Source: an optimization exercise on an open RTL-to-GDS flow (aim: small area and a short achievable clock period). Production flows keep margins and buffers that such runs may drop.
Power and IR drop assume default switching activity.

==> flow/design.v <==
`timescale 1ns/1ps
`default_nettype none
module frame_sequencer (
	input  logic        clk,
	input  logic        rst_n,
	input  logic        start,
	input  logic        data_out_rd,
	input  logic [10:0] ip_total,
	output logic        ctrl_load,
	output logic        ctrl_busy,
	output logic        ctrl_advance,
	output logic        ctrl_pop,
	output logic [12:0] hdr_sel,
	output logic        pay_phase,
	output logic        sop,
	output logic        eop,
	output logic        data_out_rdy,
	output logic [1:0]  be_out
);
	localparam logic [8:0] BOUNDARY_IDX = 9'(13);
	logic       state;
	logic [8:0] word_idx;
	logic [10:0] last_sum;
	logic       last_word;
	logic       tail_only;
	assign ctrl_load    = !state && start;
	assign ctrl_busy    = state;
	assign ctrl_advance = state && data_out_rd;
	assign last_sum  = ip_total + 11'd13;
	assign last_word = (word_idx == last_sum[10:2]);
	assign tail_only = (ip_total[1] == ip_total[0]);
	assign pay_phase = (word_idx >= BOUNDARY_IDX);
	assign ctrl_pop  = ctrl_advance && pay_phase && !(last_word && tail_only);
	always_comb begin
		for (int k = 0; k < 13; k++)
			hdr_sel[k] = (word_idx == 9'(k));
	end
	always_ff @(posedge clk or negedge rst_n) begin
		if (!rst_n)
			state <= 1'b0;
		else if (ctrl_load)
			state <= 1'b1;
		else if (ctrl_advance && last_word)
			state <= 1'b0;
	end
	always_ff @(posedge clk) begin
		if (ctrl_load)
			word_idx <= '0;
		else if (ctrl_advance)
			word_idx <= word_idx + 9'd1;
	end
	assign sop          = state && (word_idx == '0);
	assign eop          = state && last_word;
	assign be_out       = eop ? {~ip_total[1], ip_total[0]} : 2'b00;
	assign data_out_rdy = state;
endmodule
`default_nettype wire
`timescale 1ns/1ps
`default_nettype none
module header_builder (
	input  logic        clk,
	input  logic        ctrl_load,
	input  logic        ctrl_advance,
	input  logic [12:0] hdr_sel,
	input  logic [47:0] mac_dst_addr,
	input  logic [47:0] mac_src_addr,
	input  logic [7:0]  ip_dsf,
	input  logic [15:0] ip_id,
	input  logic [2:0]  ip_flags,
	input  logic [12:0] ip_frag_offset,
	input  logic [7:0]  ip_ttl,
	input  logic [31:0] ip_src_addr,
	input  logic [31:0] ip_dst_addr,
	input  logic [15:0] tcp_src_port,
	input  logic [15:0] tcp_dst_port,
	input  logic [31:0] tcp_seq_num,
	input  logic [31:0] tcp_ack_num,
	input  logic [5:0]  tcp_flags,
	input  logic [15:0] tcp_window,
	input  logic [15:0] payload_len,
	input  logic [15:0] payload_sum,
	input  logic [15:0] carry,
	output logic [10:0] ip_total,
	output logic [15:0] hdr_hi,
	output logic [15:0] hdr_lo
);
	localparam logic [15:0] ETHERTYPE = 16'h0800;
	localparam logic [7:0]  IP_PROTO  = 8'd6;
	localparam logic [15:0] TCP_LEN_ADJ = 16'hFFFF - 16'(20 + 20)
		+ 16'(20) + 16'(8'd6);
	logic [47:0] mac_dst_r;
	logic [47:0] mac_src_r;
	logic [7:0]  ip_dsf_r;
	logic [15:0] ip_id_r;
	logic [2:0]  ip_flags_r;
	logic [12:0] ip_frag_r;
	logic [7:0]  ip_ttl_r;
	logic [31:0] ip_src_r;
	logic [31:0] ip_dst_r;
	logic [10:0] ip_total_r;
	logic [15:0] tcp_sport_r;
	logic [15:0] tcp_dport_r;
	logic [31:0] tcp_seq_r;
	logic [31:0] tcp_ack_r;
	logic [5:0]  tcp_flags_r;
	logic [15:0] tcp_window_r;
	logic [15:0] ip_acc;
	logic [15:0] tcp_acc;
	always_ff @(posedge clk) begin
		if (ctrl_load) begin
			mac_dst_r    <= mac_dst_addr;
			mac_src_r    <= mac_src_addr;
			ip_dsf_r     <= ip_dsf;
			ip_id_r      <= ip_id;
			ip_flags_r   <= ip_flags;
			ip_frag_r    <= ip_frag_offset;
			ip_ttl_r     <= ip_ttl;
			ip_src_r     <= ip_src_addr;
			ip_dst_r     <= ip_dst_addr;
			ip_total_r   <= 11'(payload_len + 16'(20 + 20));
			tcp_sport_r  <= tcp_src_port;
			tcp_dport_r  <= tcp_dst_port;
			tcp_seq_r    <= tcp_seq_num;
			tcp_ack_r    <= tcp_ack_num;
			tcp_flags_r  <= tcp_flags;
			tcp_window_r <= tcp_window;
		end
	end
	assign ip_total = ip_total_r;
	always_comb begin
		hdr_hi = ({16{hdr_sel[0]}}  & mac_dst_r[47:32])
		       | ({16{hdr_sel[1]}}  & mac_dst_r[15:0])
		       | ({16{hdr_sel[2]}}  & mac_src_r[31:16])
		       | ({16{hdr_sel[3]}}  & ETHERTYPE)
		       | ({16{hdr_sel[4]}}  & {5'd0, ip_total_r})
		       | ({16{hdr_sel[5]}}  & {ip_flags_r, ip_frag_r})
		       | ({16{hdr_sel[6]}}  & ~ip_acc)
		       | ({16{hdr_sel[7]}}  & ip_src_r[15:0])
		       | ({16{hdr_sel[8]}}  & ip_dst_r[15:0])
		       | ({16{hdr_sel[9]}}  & tcp_dport_r)
		       | ({16{hdr_sel[10]}} & tcp_seq_r[15:0])
		       | ({16{hdr_sel[11]}} & tcp_ack_r[15:0])
		       | ({16{hdr_sel[12]}} & tcp_window_r);
		hdr_lo = ({16{hdr_sel[0]}}  & mac_dst_r[31:16])
		       | ({16{hdr_sel[1]}}  & mac_src_r[47:32])
		       | ({16{hdr_sel[2]}}  & mac_src_r[15:0])
		       | ({16{hdr_sel[3]}}  & {8'h45, ip_dsf_r})
		       | ({16{hdr_sel[4]}}  & ip_id_r)
		       | ({16{hdr_sel[5]}}  & {ip_ttl_r, IP_PROTO})
		       | ({16{hdr_sel[6]}}  & ip_src_r[31:16])
		       | ({16{hdr_sel[7]}}  & ip_dst_r[31:16])
		       | ({16{hdr_sel[8]}}  & tcp_sport_r)
		       | ({16{hdr_sel[9]}}  & tcp_seq_r[31:16])
		       | ({16{hdr_sel[10]}} & tcp_ack_r[31:16])
		       | ({16{hdr_sel[11]}} & {4'd5, 6'd0, tcp_flags_r})
		       | ({16{hdr_sel[12]}} & ~tcp_acc);
	end
	function automatic logic [15:0] oc_add3(input logic [15:0] x, input logic [15:0] y,
	                                        input logic [15:0] z);
		logic [15:0] s, c, g, p, gg, pp, gn, pn, r;
		s = x ^ y ^ z;
		c = (x & y) | (x & z) | (y & z);
		c = {c[14:0], c[15]};
		g = s & c;
		p = s ^ c;
		gg = g;
		pp = p;
		for (int lv = 0; lv < 4; lv++) begin
			gn = gg;
			pn = pp;
			for (int i = 0; i < 16; i++) begin
				if (i >= (1 << lv)) begin
					gn[i] = gg[i] | (pp[i] & gg[i - (1 << lv)]);
					pn[i] = pp[i] & pp[i - (1 << lv)];
				end
			end
			gg = gn;
			pp = pn;
		end
		r[0] = p[0] ^ gg[15];
		for (int i = 1; i < 16; i++)
			r[i] = p[i] ^ (gg[i-1] | (pp[i-1] & gg[15]));
		oc_add3 = r;
	endfunction
	logic [15:0] ip_a, ip_b;
	logic [15:0] tcp_a, tcp_b;
	assign ip_a = ({16{hdr_sel[0]}} & ip_src_r[31:16])
	            | ({16{hdr_sel[1]}} & ip_dst_r[31:16])
	            | ({16{hdr_sel[4] | hdr_sel[5]}} & hdr_hi);
	assign ip_b = ({16{hdr_sel[0]}} & ip_src_r[15:0])
	            | ({16{hdr_sel[1]}} & ip_dst_r[15:0])
	            | ({16{hdr_sel[3] | hdr_sel[4] | hdr_sel[5]}} & hdr_lo);
	assign tcp_a = ({16{hdr_sel[0]}} & tcp_window_r)
	             | ({16{hdr_sel[4] | (|hdr_sel[11:7])}} & hdr_hi);
	assign tcp_b = ({16{hdr_sel[0]}} & carry)
	             | ({16{hdr_sel[4]}} & TCP_LEN_ADJ)
	             | ({16{|hdr_sel[11:6]}} & hdr_lo);
	always_ff @(posedge clk) begin
		if (ctrl_load) begin
			ip_acc  <= '0;
			tcp_acc <= payload_sum;
		end else if (ctrl_advance) begin
			ip_acc  <= oc_add3(ip_acc, ip_a, ip_b);
			tcp_acc <= oc_add3(tcp_acc, tcp_a, tcp_b);
		end
	end
endmodule
`default_nettype wire
`timescale 1ns/1ps
`default_nettype none
module payload_aligner (
	input  logic        clk,
	input  logic        ctrl_load,
	input  logic        ctrl_pop,
	input  logic        pay_phase,
	input  logic [15:0] tcp_urgent_ptr,
	input  logic [15:0] hdr_hi,
	input  logic [15:0] hdr_lo,
	input  logic [31:0] data_in,
	output logic [15:0] carry,
	output logic [31:0] data_out
);
	always_ff @(posedge clk) begin
		if (ctrl_load)
			carry <= tcp_urgent_ptr;
		else if (ctrl_pop)
			carry <= data_in[15:0];
	end
	assign data_out[31:16] = hdr_hi | (pay_phase ? carry : 16'h0000);
	assign data_out[15:0]  = hdr_lo | (pay_phase ? data_in[31:16] : 16'h0000);
endmodule
`default_nettype wire
`timescale 1ns/1ps
`default_nettype none
module frame_tx_top (
	input  logic        clk,
	input  logic        rst_n,
	input  logic        start,
	input  logic [47:0]   mac_dst_addr,
	input  logic [47:0]   mac_src_addr,
	input  logic [7:0]  ip_dsf,
	input  logic [15:0]       ip_id,
	input  logic [2:0]  ip_flags,
	input  logic [12:0] ip_frag_offset,
	input  logic [7:0]  ip_ttl,
	input  logic [31:0]    ip_src_addr,
	input  logic [31:0]    ip_dst_addr,
	input  logic [15:0]       tcp_src_port,
	input  logic [15:0]       tcp_dst_port,
	input  logic [31:0]    tcp_seq_num,
	input  logic [31:0]    tcp_ack_num,
	input  logic [5:0]  tcp_flags,
	input  logic [15:0]       tcp_window,
	input  logic [15:0]       tcp_urgent_ptr,
	input  logic [15:0]        payload_len,
	input  logic [15:0]       payload_sum,
	output logic [31:0]       data_out,
	output logic [1:0]         be_out,
	output logic        data_out_rdy,
	input  logic        data_out_rd,
	output logic        sop,
	output logic        eop,
	input  logic [31:0]       data_in,
	output logic        data_in_rd,
	output logic        busy
);
	logic        ctrl_load;
	logic        ctrl_advance;
	logic        ctrl_pop;
	logic [12:0] hdr_sel;
	logic        pay_phase;
	logic [10:0] ip_total;
	logic [15:0] hdr_hi;
	logic [15:0] hdr_lo;
	logic [15:0] carry;
	frame_sequencer u_seq (
		.clk          (clk),
		.rst_n        (rst_n),
		.start        (start),
		.data_out_rd  (data_out_rd),
		.ip_total     (ip_total),
		.ctrl_load    (ctrl_load),
		.ctrl_busy    (busy),
		.ctrl_advance (ctrl_advance),
		.ctrl_pop     (ctrl_pop),
		.hdr_sel      (hdr_sel),
		.pay_phase    (pay_phase),
		.sop          (sop),
		.eop          (eop),
		.data_out_rdy (data_out_rdy),
		.be_out       (be_out)
	);
	assign data_in_rd = ctrl_pop;
	header_builder u_hdr (
		.clk            (clk),
		.ctrl_load      (ctrl_load),
		.ctrl_advance   (ctrl_advance),
		.hdr_sel        (hdr_sel),
		.mac_dst_addr   (mac_dst_addr),
		.mac_src_addr   (mac_src_addr),
		.ip_dsf         (ip_dsf),
		.ip_id          (ip_id),
		.ip_flags       (ip_flags),
		.ip_frag_offset (ip_frag_offset),
		.ip_ttl         (ip_ttl),
		.ip_src_addr    (ip_src_addr),
		.ip_dst_addr    (ip_dst_addr),
		.tcp_src_port   (tcp_src_port),
		.tcp_dst_port   (tcp_dst_port),
		.tcp_seq_num    (tcp_seq_num),
		.tcp_ack_num    (tcp_ack_num),
		.tcp_flags      (tcp_flags),
		.tcp_window     (tcp_window),
		.payload_len    (payload_len),
		.payload_sum    (payload_sum),
		.carry          (carry),
		.ip_total       (ip_total),
		.hdr_hi         (hdr_hi),
		.hdr_lo         (hdr_lo)
	);
	payload_aligner u_align (
		.clk            (clk),
		.ctrl_load      (ctrl_load),
		.ctrl_pop       (ctrl_pop),
		.pay_phase      (pay_phase),
		.tcp_urgent_ptr (tcp_urgent_ptr),
		.hdr_hi         (hdr_hi),
		.hdr_lo         (hdr_lo),
		.data_in        (data_in),
		.carry          (carry),
		.data_out       (data_out)
	);
endmodule
`default_nettype wire
==> flow/config.mk <==
export PLATFORM = sky130hd
export DESIGN_NAME = frame_tx_top
export DESIGN_NICKNAME = frame_tx_top
export VERILOG_FILES = /design/flow/design.v
export SDC_FILE = /design/flow/constraint.sdc
export NUM_CORES = 4
export LEC_CHECK = 0
export CAP_MARGIN = 20
export CORE_MARGIN = 2
export CORE_UTILIZATION = 40
export SETUP_SLACK_MARGIN = 5
export SLEW_MARGIN = 20
==> flow/constraint.sdc <==
create_clock -name core_clock -period 10.0 [get_ports {clk}]
set_input_delay 2.0000 -clock core_clock [delete_from_list [all_inputs] [get_ports {clk}]]
set_output_delay 2.0000 -clock core_clock [all_outputs]
set_load 0.01 [all_outputs]
standard.sh (not shown) runs the stock make flow with config.mk's settings and CLKGATE_MAP_FILE= SYNTH_SCRIPT=/design/flow/synth_recipe.tcl, a recipe that flattens the netlist after the stock synthesis.
==> flow/flow/run.sh <==
#!/bin/bash
# Standard layout, with the port buffers made from the smallest buffer cell.
set -euo pipefail
export BUFFER_PORTS_ARGS="-buffer_cell sky130_fd_sc_hd__buf_1"
bash standard.sh > standard_flow.log 2>&1
Next try:
--- a/flow/design.v
+++ b/flow/design.v
@@ -17,7 +17,6 @@
 	output logic        data_out_rdy,
 	output logic [1:0]  be_out
 );
-	localparam logic [8:0] BOUNDARY_IDX = 9'(13);
 	logic       state;
 	logic [8:0] word_idx;
 	logic [10:0] last_sum;
@@ -29,11 +28,15 @@
 	assign last_sum  = ip_total + 11'd13;
 	assign last_word = (word_idx == last_sum[10:2]);
 	assign tail_only = (ip_total[1] == ip_total[0]);
-	assign pay_phase = (word_idx >= BOUNDARY_IDX);
 	assign ctrl_pop  = ctrl_advance && pay_phase && !(last_word && tail_only);
-	always_comb begin
-		for (int k = 0; k < 13; k++)
-			hdr_sel[k] = (word_idx == 9'(k));
+	always_ff @(posedge clk) begin
+		if (ctrl_load) begin
+			hdr_sel   <= 13'd1;
+			pay_phase <= 1'b0;
+		end else if (ctrl_advance) begin
+			hdr_sel   <= {hdr_sel[11:0], 1'b0};
+			pay_phase <= pay_phase | hdr_sel[12];
+		end
 	end
 	always_ff @(posedge clk or negedge rst_n) begin
 		if (!rst_n)
@@ -49,7 +52,7 @@
 		else if (ctrl_advance)
 			word_idx <= word_idx + 9'd1;
 	end
-	assign sop          = state && (word_idx == '0);
+	assign sop          = state && hdr_sel[0];
 	assign eop          = state && last_word;
 	assign be_out       = eop ? {~ip_total[1], ip_total[0]} : 2'b00;
 	assign data_out_rdy = state;
What happened: Worst hold slack gains 0.029 ns. Utilization falls by 3.7 points. Die area falls by about 1.4%. Critical path depth falls by 6. Global-route usage falls by 2.6 points. Worst setup slack gains 0.24 ns. Power falls by about 40%. Routed wire length falls by 11%. Count of clock-buffer cells in the layout rises by 5. Register-to-register slack gains 0.24 ns. Final cell count falls by about 6%. Non-clock buffer count falls by 88.
No run of this note included a check of the RTL's function; only the layout flow was run.

-- re-timing with driven ports --
The flow's constraints put no driver on any port. The routed layouts listed below were extracted and timed again, unchanged, in two steps.
Step 1 assumes that a clkbuf_16 drives the clock port and a buf_2 every other input.
Step 2 adds t to the input delays and takes it off the output delays; t is the mean of the earliest and latest rising clock arrival at the registers after step 1. Input paths then give back, and output paths get back, about the clock's delay inside the block.
a / b / c = ideal / step 1 / step 2; a / b = the first two.
run	shift t [ns]	setup slack, ns	worst setup path after step 2
the first run	0.633	4.837 / 4.783 / 4.857	register to register
the second run	0.631	5.076 / 5.040 / 5.040	input to output
After both steps every run listed still meets setup and hold. For the second run, which loses most, drivers alone change the setup slack by -0.036 ns; drivers and shift together by -0.036 ns.
